This is an optimization exercise on Yosys and OpenROAD, whose aim is small area, not a production implementation.
Function was checked by simulation only, so behaviour that the tests miss may differ from the original.
Power figures rest on the tool's default switching activity, not on a simulated workload.

Design seqTop, start of the top module:
module seqTop #(
	parameter logic [seqPkg::ADDR_W-1:0] START_ADDR_RESET = 16'hFFFF
) (
	input  logic              wClk_i,
	input  logic              rst_i,
	input  logic [seqPkg::ADDR_W-1:0] startAddr_i,
	input  logic              startTrig_i,
	input  logic              stopTrig_i,
	input  logic              lineTrig_i,
	input  logic              pmt_i,
	input  logic [seqPkg::DATA_W-1:0] memRdData_i,
	output logic              busy_o,
	output logic [seqPkg::ADDR_W-1:0] memAddr_o,
	output logic [seqPkg::DATA_W-1:0] memWrData_o,
	output logic              memWe_o,
	output logic [7:0]        shutter_o
);
Size in the first run: roughly 150 flip-flops, roughly 110 I/O pins.
clock: 8.0 ns
lec_check: 0
cap_margin: 20
core_margin: 2
core_utilization: 40
slew_margin: 20
standard.sh (not shown) runs the stock make flow with config.mk's settings and CLKGATE_MAP_FILE= SYNTH_SCRIPT=/design/flow/synth_recipe.tcl, a recipe that flattens the netlist after the stock synthesis.
==> flow/flow/run.sh <==
#!/bin/bash
# Own layout flow: the standard ORFS flow (standard.sh) with
#  - Yosys's ABC mapping run with flow/area.abc instead of ORFS's speed script
#    (registers are mapped before ABC runs, so they are the standard synthesis's),
#  - sky130_fd_sc_hd__buf_1 as the port buffer,
#  - CTS without dummy loads,
#  - area and power recovery (repair_timing -recover_power) after global routing.
# Each step's full output is in orfs/logs/; make's output is in flow.log.
set -euo pipefail
HERE=$PWD
export MY_ABC_SCRIPT=$HERE/flow/area.abc
{
	cat <<'EOT'
proc abc {args} {
	set i [lsearch $args -script]
	if {$i >= 0} { lset args [expr {$i + 1}] $::env(MY_ABC_SCRIPT) }
	yosys abc {*}$args
}
EOT
	cat synth_recipe.tcl
} > my_synth.tcl
sed "s#SYNTH_SCRIPT=[^ ]*#SYNTH_SCRIPT=$HERE/my_synth.tcl#" standard.sh > my_standard.sh
export BUFFER_PORTS_ARGS="-buffer_cell sky130_fd_sc_hd__buf_1"
export CTS_ARGS="-sink_clustering_enable -repair_clock_nets -dont_use_dummy_load"
export RECOVER_POWER=100
bash my_standard.sh > flow.log 2>&1
==> flow/flow/area.abc <==
strash
&get -n
&fraig -x
&put
scorr
dc2
balance
rewrite
refactor
balance
rewrite
rewrite -z
balance
refactor -z
rewrite -z
balance
strash
&get -n
&dch -f
&nf -p -R 1000
&put
buffer -c
topo
stime -c
upsize -c
dnsize -c
The starting point finished but fails on capacitance limit, slew limit.
Rerun with:
--- a/flow/flow/run.sh
+++ b/flow/flow/run.sh
@@ -10,11 +10,5 @@
 HERE=$PWD
-export MY_ABC_SCRIPT=$HERE/flow/area.abc
+ABC_SCRIPT=$HERE/flow/area.abc
 {
-	cat <<'EOT'
-proc abc {args} {
-	set i [lsearch $args -script]
-	if {$i >= 0} { lset args [expr {$i + 1}] $::env(MY_ABC_SCRIPT) }
-	yosys abc {*}$args
-}
-EOT
+	echo "proc abc {args} { set i \[lsearch \$args -script\]; if {\$i >= 0} { lset args \[expr {\$i + 1}\] $ABC_SCRIPT }; yosys abc {*}\$args }"
 	cat synth_recipe.tcl
=> This time the run stopped in 1_2_yosys.
Rerun with:
==> flow/run.sh (new file) <==
#!/bin/bash
# synth_recipe.tcl (not shown) runs the flow's synth.tcl, then flattens the netlist and writes it again
# the make line also repeats each setting of config.mk as NAME=value (left out here)
make -C /OpenROAD-flow-scripts/flow DESIGN_CONFIG=/design/flow/config.mk WORK_HOME=/design/flow/orfs CLKGATE_MAP_FILE= SYNTH_SCRIPT=/design/flow/synth_recipe.tcl finish
removed: flow/flow/run.sh
removed: flow/flow/area.abc
removed: flow/standard.sh
What happened: The changed run ran to the end with no violations.

* * *

v8:
Another version of the RTL of seqTop (not shown whole).
For scale: about 1600 cells after synthesis, ~150 flip-flops, ~110 I/O pins, roughly 12000 um^2 of cells after synthesis.
==> flow/config.mk <==
export PLATFORM = sky130hd
export DESIGN_NAME = seqTop
export DESIGN_NICKNAME = seqTop
export VERILOG_FILES = /design/flow/design.v
export SDC_FILE = /design/flow/constraint.sdc
export NUM_CORES = 4
export LEC_CHECK = 0
export CAP_MARGIN = 20
export CORE_MARGIN = 2
export CORE_UTILIZATION = 40
export SLEW_MARGIN = 20
==> flow/constraint.sdc <==
create_clock -name core_clock -period 8.0 [get_ports {wClk_i}]
set_input_delay 1.6000 -clock core_clock [delete_from_list [all_inputs] [get_ports {wClk_i}]]
set_output_delay 1.6000 -clock core_clock [all_outputs]
set_load 0.01 [all_outputs]
==> flow/flow/run.sh <==
#!/bin/bash
# Own layout flow: the standard ORFS flow (standard.sh) with
#  - Yosys's ABC mapping run with flow/area.abc instead of ORFS's speed script
#    (registers are mapped before ABC runs, so they are the standard synthesis's),
#  - sky130_fd_sc_hd__buf_1 as the port buffer,
#  - CTS without dummy loads.
# Each step's full output is in orfs/logs/; make's output is in flow.log.
set -euo pipefail
HERE=$PWD
export MY_ABC_SCRIPT=$HERE/flow/area.abc
{
	cat <<'EOT'
proc abc {args} {
	set i [lsearch $args -script]
	if {$i >= 0} { lset args [expr {$i + 1}] $::env(MY_ABC_SCRIPT) }
	yosys abc {*}$args
}
EOT
	cat synth_recipe.tcl
} > my_synth.tcl
sed "s#SYNTH_SCRIPT=[^ ]*#SYNTH_SCRIPT=$HERE/my_synth.tcl#" standard.sh > my_standard.sh
export BUFFER_PORTS_ARGS="-buffer_cell sky130_fd_sc_hd__buf_1"
export CTS_ARGS="-sink_clustering_enable -repair_clock_nets -dont_use_dummy_load"
bash my_standard.sh > flow.log 2>&1
==> flow/flow/area.abc <==
strash
&get -n
&fraig -x
&put
scorr
dc2
balance
rewrite
refactor
balance
rewrite
rewrite -z
balance
refactor -z
rewrite -z
balance
strash
&get -n
&dch -f
&nf -p -R 1000
&put
buffer -c
topo
stime -c
upsize -c
dnsize -c
Having completed the whole flow, v8 delivered a layout that passed the timing, DRC and antenna checks.
What v36 does differently from v8 at the input level:
diff --git a/flow/flow/run.sh b/flow/flow/run.sh
--- a/flow/flow/run.sh
+++ b/flow/flow/run.sh
@@ -6 +6,3 @@
-#  - CTS without dummy loads.
+#  - CTS without dummy loads,
+#  - area recovery (repair_timing -recover_power) after global routing, then
+#    repair_design again (flow/post_grt.tcl) for the slews it may have broken.
@@ -23,0 +26,2 @@
+export RECOVER_POWER=100
+export POST_GLOBAL_ROUTE_TCL=$HERE/flow/post_grt.tcl
==> flow/flow/post_grt.tcl (new file) <==
# After power/area recovery: repair slews and capacitances again, then timing.
global_route -start_incremental
repair_design_helper
detailed_placement
global_route -end_incremental
estimate_parasitics -global_routing
global_route -start_incremental
repair_timing_helper
detailed_placement
global_route -end_incremental
estimate_parasitics -global_routing
Notes after the runs:
Every run in the comparison, v8 and v36, completed the flow with a clean layout.
v8 and v36 ended up with nearly the same synthesis-to-layout area growth.
Per the comparison of v36 with v8, met2 layer wire length in the routed design higher; worst hold slack roughly the same.
Comparing v8 and v36, the higher final cycle utilization of the critical path was measured on v8.
Diff v8..v36 | number of nets in the layout | negligible
v36 and v8 ended up with roughly the same combinational share of power.
v8 -> v36: design area flat
Of v8 and v36, v36 shows the higher number of buffers other than clock buffers in the final layout, with v8 below it.
v36: final setup slack of the worst path 0.077 ns above v8

* * *

seqTop, a different RTL version from the one above (not shown whole).
Size: roughly 150 flip-flops, roughly 0.012 sq mm of cells after synthesis.
Design seqTop, start of the top module:
module seqTop #(
	parameter logic [seqPkg::ADDR_W-1:0] START_ADDR_RESET = 16'hFFFF
) (
	input  logic              wClk_i,
	input  logic              rst_i,
	input  logic [seqPkg::ADDR_W-1:0] startAddr_i,
	input  logic              startTrig_i,
	input  logic              stopTrig_i,
	input  logic              lineTrig_i,
	input  logic              pmt_i,
	input  logic [seqPkg::DATA_W-1:0] memRdData_i,
	output logic              busy_o,
	output logic [seqPkg::ADDR_W-1:0] memAddr_o,
	output logic [seqPkg::DATA_W-1:0] memWrData_o,
	output logic              memWe_o,
	output logic [7:0]        shutter_o
);
	logic        run;		 
	logic [15:0] pc;
	logic        iv;		 
	logic        dropRd;	 
	logic        fdv;		 
	logic        edv;		 
	logic [31:0] ib;		 
	logic        exS;		 
	logic        wtS;		 
	logic [31:0] wReg;		 
	logic [15:0] iReg;
	logic [1:0]  cmpFlag;	 
	logic        wb;		 
	logic        kLine;		 
	logic        kCnt;		 
	logic [31:0] cntN;		 
	logic [7:0]  op;
	assign op = ib[31:24];
	function automatic logic [31:0] inc32(input logic [31:0] x);
		logic c;
		c = 1'b1;
		for (int k = 0; k < 32; k++)
		begin
			inc32[k] = x[k] ^ c;
			c = c & x[k];
		end
	endfunction
	function automatic logic [15:0] inc16(input logic [15:0] x);
		logic c;
		c = 1'b1;
		for (int k = 0; k < 16; k++)
		begin
			inc16[k] = x[k] ^ c;
			c = c & x[k];
		end
	endfunction
  ...
==> flow/config.mk <==
export PLATFORM = sky130hd
export DESIGN_NAME = seqTop
export DESIGN_NICKNAME = seqTop
export VERILOG_FILES = /design/flow/design.v
export SDC_FILE = /design/flow/constraint.sdc
export NUM_CORES = 4
export LEC_CHECK = 0
export CAP_MARGIN = 20
export CORE_MARGIN = 2
export CORE_UTILIZATION = 40
export SLEW_MARGIN = 20
==> flow/constraint.sdc <==
create_clock -name core_clock -period 8.0 [get_ports {wClk_i}]
set_input_delay 1.6000 -clock core_clock [delete_from_list [all_inputs] [get_ports {wClk_i}]]
set_output_delay 1.6000 -clock core_clock [all_outputs]
set_load 0.01 [all_outputs]
==> flow/flow/run.sh <==
#!/bin/bash
# Own layout flow: the standard ORFS flow (standard.sh) with
#  - Yosys's ABC mapping run with flow/area.abc instead of ORFS's speed script
#    (registers are mapped before ABC runs, so they are the standard synthesis's),
#  - sky130_fd_sc_hd__buf_1 as the port buffer,
#  - CTS without dummy loads, with clkbuf_8 below a clkbuf_16 root,
#  - timing-driven global placement that does not keep its resizer changes.
# Each step's full output is in orfs/logs/; make's output is in flow.log.
set -euo pipefail
HERE=$PWD
export MY_ABC_SCRIPT=$HERE/flow/area.abc
{
	cat <<'EOT'
proc abc {args} {
	set i [lsearch $args -script]
	if {$i >= 0} { lset args [expr {$i + 1}] $::env(MY_ABC_SCRIPT) }
	yosys abc {*}$args
}
EOT
	cat synth_recipe.tcl
} > my_synth.tcl
sed "s#SYNTH_SCRIPT=[^ ]*#SYNTH_SCRIPT=$HERE/my_synth.tcl#" standard.sh > my_standard.sh
export BUFFER_PORTS_ARGS="-buffer_cell sky130_fd_sc_hd__buf_1"
export CTS_ARGS="-sink_clustering_enable -repair_clock_nets -dont_use_dummy_load -root_buf sky130_fd_sc_hd__clkbuf_16 -buf_list sky130_fd_sc_hd__clkbuf_8"
export GPL_KEEP_OVERFLOW=0
bash my_standard.sh > flow.log 2>&1
Scripts as last shown in full above: flow/flow/area.abc
The first run completed with no timing, DRC or antenna violations.
Then changed:
--- a/flow/flow/run.sh
+++ b/flow/flow/run.sh
@@ -5,4 +5,3 @@
 #  - sky130_fd_sc_hd__buf_1 as the port buffer,
-#  - CTS without dummy loads, with clkbuf_8 below a clkbuf_16 root,
-#  - timing-driven global placement that does not keep its resizer changes.
+#  - CTS without dummy loads, with clkbuf_8 below a clkbuf_16 root.
 # Each step's full output is in orfs/logs/; make's output is in flow.log.
@@ -24,3 +23,2 @@
 export CTS_ARGS="-sink_clustering_enable -repair_clock_nets -dont_use_dummy_load -root_buf sky130_fd_sc_hd__clkbuf_16 -buf_list sky130_fd_sc_hd__clkbuf_8"
-export GPL_KEEP_OVERFLOW=0
 bash my_standard.sh > flow.log 2>&1
Global-route usage decreases by 0.32 points; wire length shrinks by 2.3%; die area stays the same; design area is lower by 3.0%; worst hold slack stays flat; via count is lower by 2.1%; clock skew went down by 0.012 ns; worst setup slack gains 0.13 ns; total power is lower by 0.37%.
Then changed:
--- a/flow/config.mk
+++ b/flow/config.mk
@@ -9,3 +9,3 @@
 export CORE_MARGIN = 2
-export CORE_UTILIZATION = 40
+export CORE_UTILIZATION = 65
 export SLEW_MARGIN = 20
The changed run passed the timing, DRC and antenna checks.
Sequential cell count does not change.
First-iteration DRC count goes up by 25%.
Synthesized area does not change.
Global-route usage goes up by 14 points.
Final cell count goes down by about 8%.

* * *

## run A
seqTop, a different RTL version from the one above (not shown whole).
Size in the first run: about 1400 cells after synthesis, roughly 150 flip-flops, roughly 110 I/O pins, ~12000 um2 of cells after synthesis.
==> flow/config.mk <==
export PLATFORM = sky130hd
export DESIGN_NAME = seqTop
export DESIGN_NICKNAME = seqTop
export VERILOG_FILES = /design/flow/design.v
export SDC_FILE = /design/flow/constraint.sdc
export NUM_CORES = 4
export LEC_CHECK = 0
export CAP_MARGIN = 20
export CORE_MARGIN = 2
export CORE_UTILIZATION = 40
export SLEW_MARGIN = 20
==> flow/constraint.sdc <==
create_clock -name core_clock -period 8.0 [get_ports {wClk_i}]
set_input_delay 1.6000 -clock core_clock [delete_from_list [all_inputs] [get_ports {wClk_i}]]
set_output_delay 1.6000 -clock core_clock [all_outputs]
set_load 0.01 [all_outputs]
==> flow/flow/run.sh <==
#!/bin/bash
# Own layout flow: the standard ORFS flow (standard.sh) with
#  - Yosys's ABC mapping run with flow/area.abc instead of ORFS's speed script
#    (registers are mapped before ABC runs, so they are the standard synthesis's),
#  - sky130_fd_sc_hd__buf_1 as the port buffer,
#  - CTS without dummy loads, with clkbuf_8 below a clkbuf_16 root.
# Each step's full output is in orfs/logs/; make's output is in flow.log.
set -euo pipefail
HERE=$PWD
export MY_ABC_SCRIPT=$HERE/flow/area.abc
{
	cat <<'EOT'
proc abc {args} {
	set i [lsearch $args -script]
	if {$i >= 0} { lset args [expr {$i + 1}] $::env(MY_ABC_SCRIPT) }
	yosys abc {*}$args
}
EOT
	cat synth_recipe.tcl
} > my_synth.tcl
sed "s#SYNTH_SCRIPT=[^ ]*#SYNTH_SCRIPT=$HERE/my_synth.tcl#" standard.sh > my_standard.sh
export BUFFER_PORTS_ARGS="-buffer_cell sky130_fd_sc_hd__buf_1"
export CTS_ARGS="-sink_clustering_enable -repair_clock_nets -dont_use_dummy_load -root_buf sky130_fd_sc_hd__clkbuf_16 -buf_list sky130_fd_sc_hd__clkbuf_8"
bash my_standard.sh > flow.log 2>&1
==> flow/flow/area.abc <==
strash
&get -n
&fraig -x
&put
scorr
dc2
balance
rewrite
refactor
balance
rewrite
rewrite -z
balance
refactor -z
rewrite -z
balance
strash
&get -n
&dch -f
&nf -p -R 1000
&put
buffer -c
topo
stime -c
dnsize -c
Per the final summary, run A finished and its layout is clean on timing, DRC and antenna.
The inputs of run B differ from those of run A as listed below.
- CORE_UTILIZATION now 55, was 40
-- flow/flow/area.abc --
<<< run A, line 25
>>> run B, line 25
upsize -c
==> comparison <==
Relative to run A, the first-pass GRT wire length of run B is lower by 3600 um. Diff run A -> run B: multi-input gate share of total cell area has increased, routed wire length dropped 1600 um, power dissipated by switching net loads shrank by 0.000013 W. Relative area change from synthesis to final layout, run A and run B: smaller value in run B. Critical path depth in cells is higher on run A. On final setup slack of the worst path, run A beats run B.

* * *

== the reference run ==
Starting RTL as in the previous note.
export LEC_CHECK = 0
export CAP_MARGIN = 20
export CORE_MARGIN = 2
export CORE_UTILIZATION = 40
export SLEW_MARGIN = 20
create_clock -name core_clock -period 8.0 [get_ports {wClk_i}]
==> flow/flow/run.sh <==
#!/bin/bash
# Own layout flow: the standard ORFS flow (standard.sh) with
#  - Yosys's ABC mapping run with flow/area.abc instead of ORFS's speed script
#    (registers are mapped before ABC runs, so they are the standard synthesis's),
#  - sky130_fd_sc_hd__buf_1 as the port buffer,
#  - CTS without dummy loads, with clkbuf_4 or clkbuf_8 below a clkbuf_16 root.
# Each step's full output is in orfs/logs/; make's output is in flow.log.
set -euo pipefail
HERE=$PWD
export MY_ABC_SCRIPT=$HERE/flow/area.abc
{
	cat <<'EOT'
proc abc {args} {
	set i [lsearch $args -script]
	if {$i >= 0} { lset args [expr {$i + 1}] $::env(MY_ABC_SCRIPT) }
	yosys abc {*}$args
}
EOT
	cat synth_recipe.tcl
} > my_synth.tcl
sed "s#SYNTH_SCRIPT=[^ ]*#SYNTH_SCRIPT=$HERE/my_synth.tcl#" standard.sh > my_standard.sh
export BUFFER_PORTS_ARGS="-buffer_cell sky130_fd_sc_hd__buf_1"
export CTS_ARGS="-sink_clustering_enable -repair_clock_nets -dont_use_dummy_load -root_buf sky130_fd_sc_hd__clkbuf_16 -buf_list \"sky130_fd_sc_hd__clkbuf_4 sky130_fd_sc_hd__clkbuf_8\""
bash my_standard.sh > flow.log 2>&1
==> flow/flow/area.abc <==
strash
&get -n
&fraig -x
&put
scorr
dc2
balance
rewrite
refactor
balance
rewrite
rewrite -z
balance
refactor -z
rewrite -z
balance
strash
&get -n
&dch -f
&nf -p -R 1000
&put
buffer -c
topo
stime -c
upsize -c
dnsize -c
The following lists how the trial run was set up differently from the reference run:
diff --git a/flow/flow/run.sh b/flow/flow/run.sh
--- a/flow/flow/run.sh
+++ b/flow/flow/run.sh
@@ -6 +6 @@
-#  - CTS without dummy loads, with clkbuf_4 or clkbuf_8 below a clkbuf_16 root.
+#  - CTS without dummy loads, with clkbuf_8 below a clkbuf_16 root.
@@ -23 +23 @@
-export CTS_ARGS="-sink_clustering_enable -repair_clock_nets -dont_use_dummy_load -root_buf sky130_fd_sc_hd__clkbuf_16 -buf_list \"sky130_fd_sc_hd__clkbuf_4 sky130_fd_sc_hd__clkbuf_8\""
+export CTS_ARGS="-sink_clustering_enable -repair_clock_nets -dont_use_dummy_load -root_buf sky130_fd_sc_hd__clkbuf_16 -buf_list sky130_fd_sc_hd__clkbuf_8"
Results
Reported for the trial run and the reference run, final routed wirelength across all metal layers turned out identical to the last digit. Compared with the reference run, in the trial run worst setup timing slack at the placement stage closely matched the old numbers; pin count of the biggest net entering global routing level; count of filler cells inserted in the layout did not really move; via count of the first global-routing pass did not really move; power ~0 delta.

[separate check: timing with driven ports]
No port has a modelled driver above. Below, the same layouts with a new extraction and two added sets of constraints.
Step 1 assumes that a clkbuf_16 drives the clock port and a buf_2 every other input.
Step 2 times the ports against the registers' clock, not the clock port: input delays grow and output delays shrink by t, the midpoint of the rising clock arrivals with the driver on.
Slacks: no drivers / after step 1 / after step 2; pairs: no drivers / after step 1.
run | t (ns) | setup slack, ns | hold WS [ns] | worst setup path after step 2 | slew at the worst register clock pin (ns)
the first run of note 1 | 0.484 | 0.501 / 0.501 / 0.422 | 0.480 / 0.480 / 0.480 | input to register | 0.07 / 0.07
the third run of note 1 | 0.508 | 1.179 / 1.179 / 0.877 | 0.483 / 0.483 / 0.483 | input to register | 0.08 / 0.08
v8 | 0.490 | 0.348 / 0.348 / 0.150 | 0.479 / 0.479 / 0.479 | input to register | 0.07 / 0.07
v36 | 0.492 | 0.425 / 0.425 / 0.134 | 0.479 / 0.479 / 0.479 | input to register | 0.07 / 0.07
the first run of note 3 | 0.446 | 0.240 / 0.240 / -0.104 | 0.477 / 0.477 / 0.477 | input to register | 0.10 / 0.10
the second run of note 3 | 0.434 | 0.371 / 0.406 / -0.028 | 0.479 / 0.479 / 0.479 | input to register | 0.09 / 0.09
the third run of note 3 | 0.419 | 0.295 / 0.321 / -0.098 | 0.499 / 0.499 / 0.499 | input to register | 0.10 / 0.10
run A | 0.433 | 0.638 / 0.638 / 0.309 | 0.497 / 0.497 / 0.497 | input to register | 0.11 / 0.11
run B | 0.425 | 0.572 / 0.572 / 0.171 | 0.504 / 0.504 / 0.504 | input to register | 0.09 / 0.09
the reference run | 0.436 | 0.610 / 0.610 / 0.213 | 0.497 / 0.497 / 0.497 | input to register | 0.09 / 0.09
the trial run | 0.436 | 0.610 / 0.610 / 0.213 | 0.497 / 0.497 / 0.497 | input to register | 0.09 / 0.09
Met with ideal ports but missed after step 2: setup timing in the first run of note 3, the second run of note 3 and the third run of note 3. The setup slack of run B, which loses most, moves by 0.000 ns with the drivers and by -0.401 ns with both steps.
